Source: an optimization exercise on an open RTL-to-GDS flow (aim: small area, a short achievable clock period and few clock cycles). Production flows keep margins and buffers that such runs may drop.
Function was checked by simulation only, so behaviour that the tests miss may differ from the original.

## run 1
// izh_neuron_array
module izh_neuron_array #(
   parameter int N           = 16,
   parameter int V_WIDTH     = 20,
   parameter int FR_WIDTH    = 11,
   parameter int DT_SHIFT    = 2,
   parameter int COUNT_WIDTH = 8
) (
   input  logic                      clk,
   input  logic                      reset,
   input  logic                      start,
   input  logic [2*N-1:0]            mode,
   input  logic [N*V_WIDTH-1:0]      synin,
   input  logic [$clog2(N)-1:0]      probe_sel,
   output logic                      busy,
   output logic                      done,
   output logic [N-1:0]              spikes,
   output logic signed [V_WIDTH-1:0] vout,
   output logic signed [V_WIDTH-1:0] uout,
   output logic [COUNT_WIDTH-1:0]    spike_cnt
);
clock: 21.0 ns
lec_check: 0
cap_margin: 40
core_margin: 2
core_utilization: 50
cts_cluster_diameter: 100
cts_cluster_size: 30
slew_margin: 50
synth_hierarchical: 1
synth_minimum_keep_size: 0
run.sh (not shown) runs the stock make flow with config.mk's settings and CLKGATE_MAP_FILE= SYNTH_SCRIPT=/design/flow/synth_recipe.tcl, a recipe that flattens the netlist after the stock synthesis.
Testbench counts of run 1, summed over its fixed seeds: cycles 32,000.
diff inputs: run 1 => run 2
- clearing CTS_CLUSTER_DIAMETER, which used to be 100
- clearing CTS_CLUSTER_SIZE, which used to be 30
- swapping 50 for 20 in SLEW_MARGIN
- swapping 40 for 20 in CAP_MARGIN
## What came out
Between run 1 and run 2, the flow reports initial antenna violation count increasing by more than 10%.
[run 2 vs run 1] clock period minus final worst setup slack: higher in run 2
On run 2: maximum frequency is about 7% lower than what run 1 gave.
In the final reports, the cell area of run 2 is larger than that of run 1.

========
job 8049:
Another version of the RTL of izh_neuron_array (not shown whole).
Size: about 20000 cells after synthesis, ~430 I/O pins.
export LEC_CHECK = 0
export CAP_MARGIN = 40
export CORE_MARGIN = 2
export CORE_UTILIZATION = 50
export SLEW_MARGIN = 50
export SYNTH_HIERARCHICAL = 1
export SYNTH_MINIMUM_KEEP_SIZE = 0
create_clock -name core_clock -period 21.0 [get_ports {clk}]
Testbench counts of job 8049, summed over its fixed seeds: cycles 32,000.
The following lists how job 1860 was set up differently from job 8049:
# job 8049
export LEC_CHECK = 0
export CAP_MARGIN = 40
export CORE_MARGIN = 2
export CORE_UTILIZATION = 50
export SLEW_MARGIN = 50
export SYNTH_HIERARCHICAL = 1
export SYNTH_MINIMUM_KEEP_SIZE = 0
create_clock -name core_clock -period 21.0 [get_ports {clk}]
# job 1860
export LEC_CHECK = 0
export CAP_MARGIN = 20
export CORE_MARGIN = 2
export CORE_UTILIZATION = 50
export SLEW_MARGIN = 20
export SYNTH_HIERARCHICAL = 1
export SYNTH_MINIMUM_KEEP_SIZE = 0
create_clock -name core_clock -period 21.0 [get_ports {clk}]
--- outcome ---
Worst-margin pin slew: job 1860 vs job 8049 up 0.56 ns. In terms of worst hold slack, job 1860 and job 8049 differ only marginally. Setup WNS job 8049 -> job 1860: worse. Job 8049 was larger in final cell area than job 1860.
Relative to job 1860, the following input files were edited for job 2452:
# job 1860
export LEC_CHECK = 0
export CAP_MARGIN = 20
export CORE_MARGIN = 2
export CORE_UTILIZATION = 50
export SLEW_MARGIN = 20
export SYNTH_HIERARCHICAL = 1
export SYNTH_MINIMUM_KEEP_SIZE = 0
create_clock -name core_clock -period 21.0 [get_ports {clk}]
# job 2452
export LEC_CHECK = 0
export CAP_MARGIN = 20
export CORE_MARGIN = 2
export CORE_UTILIZATION = 50
export CTS_CLUSTER_DIAMETER = 100
export CTS_CLUSTER_SIZE = 30
export SLEW_MARGIN = 20
export SYNTH_HIERARCHICAL = 1
export SYNTH_MINIMUM_KEEP_SIZE = 0
create_clock -name core_clock -period 21.0 [get_ports {clk}]
==> summary.txt <==
- Job 2452 finished every step from synthesis to the final layout, and the layout passed the timing, design-rule and antenna checks.
- Summary of the comparison: number of cells traversed by the worst register-to-register path is higher in job 2452, relative to job 1860.
- Between job 1860 and job 2452, the proportion of synthesized flip-flops having asynchronous set or reset does not differ in any meaningful way.
- In the flow results for job 2452 and job 1860, the relative max-transition margin is smaller on job 1860.
- Summary of job 2452 over job 1860: utilization after layout moved down.
- Per the comparison of job 2452 with job 1860, portion of the layout cell area used by clock cells -0.94 points; final cell count without fillers -about 0.53%.

-- afterwards: timing with drivers on the ports --
In the flow no input, the clock included, has a driving cell. The finished layouts below were timed again as built, in two steps. Step 1 sets driving cells, clkbuf_16 on the clock port and buf_2 on the other inputs (assumed; they add their load-dependent delay and slew). Step 2 also shifts input and output timing later by t, the mid clock arrival at the registers, as if the neighbouring blocks saw the same clock. Three values: ideal, step 1, step 2; two values: the first two.
run	t, ns	setup slack, ns	hold WS [ns]
run 1	1.088	13.761 / 13.661 / 12.586	0.375 / 0.375 / 0.375
run 2	1.075	13.223 / 13.123 / 12.048	0.368 / 0.368 / 0.368
job 8049	1.065	13.539 / 13.418 / 13.188	0.368 / 0.368 / 0.368
job 1860	1.058	13.535 / 13.426 / 12.618	0.366 / 0.366 / 0.366
job 2452	1.070	13.450 / 13.331 / 12.581	0.366 / 0.366 / 0.366
After both steps setup and hold are still met in every run listed.
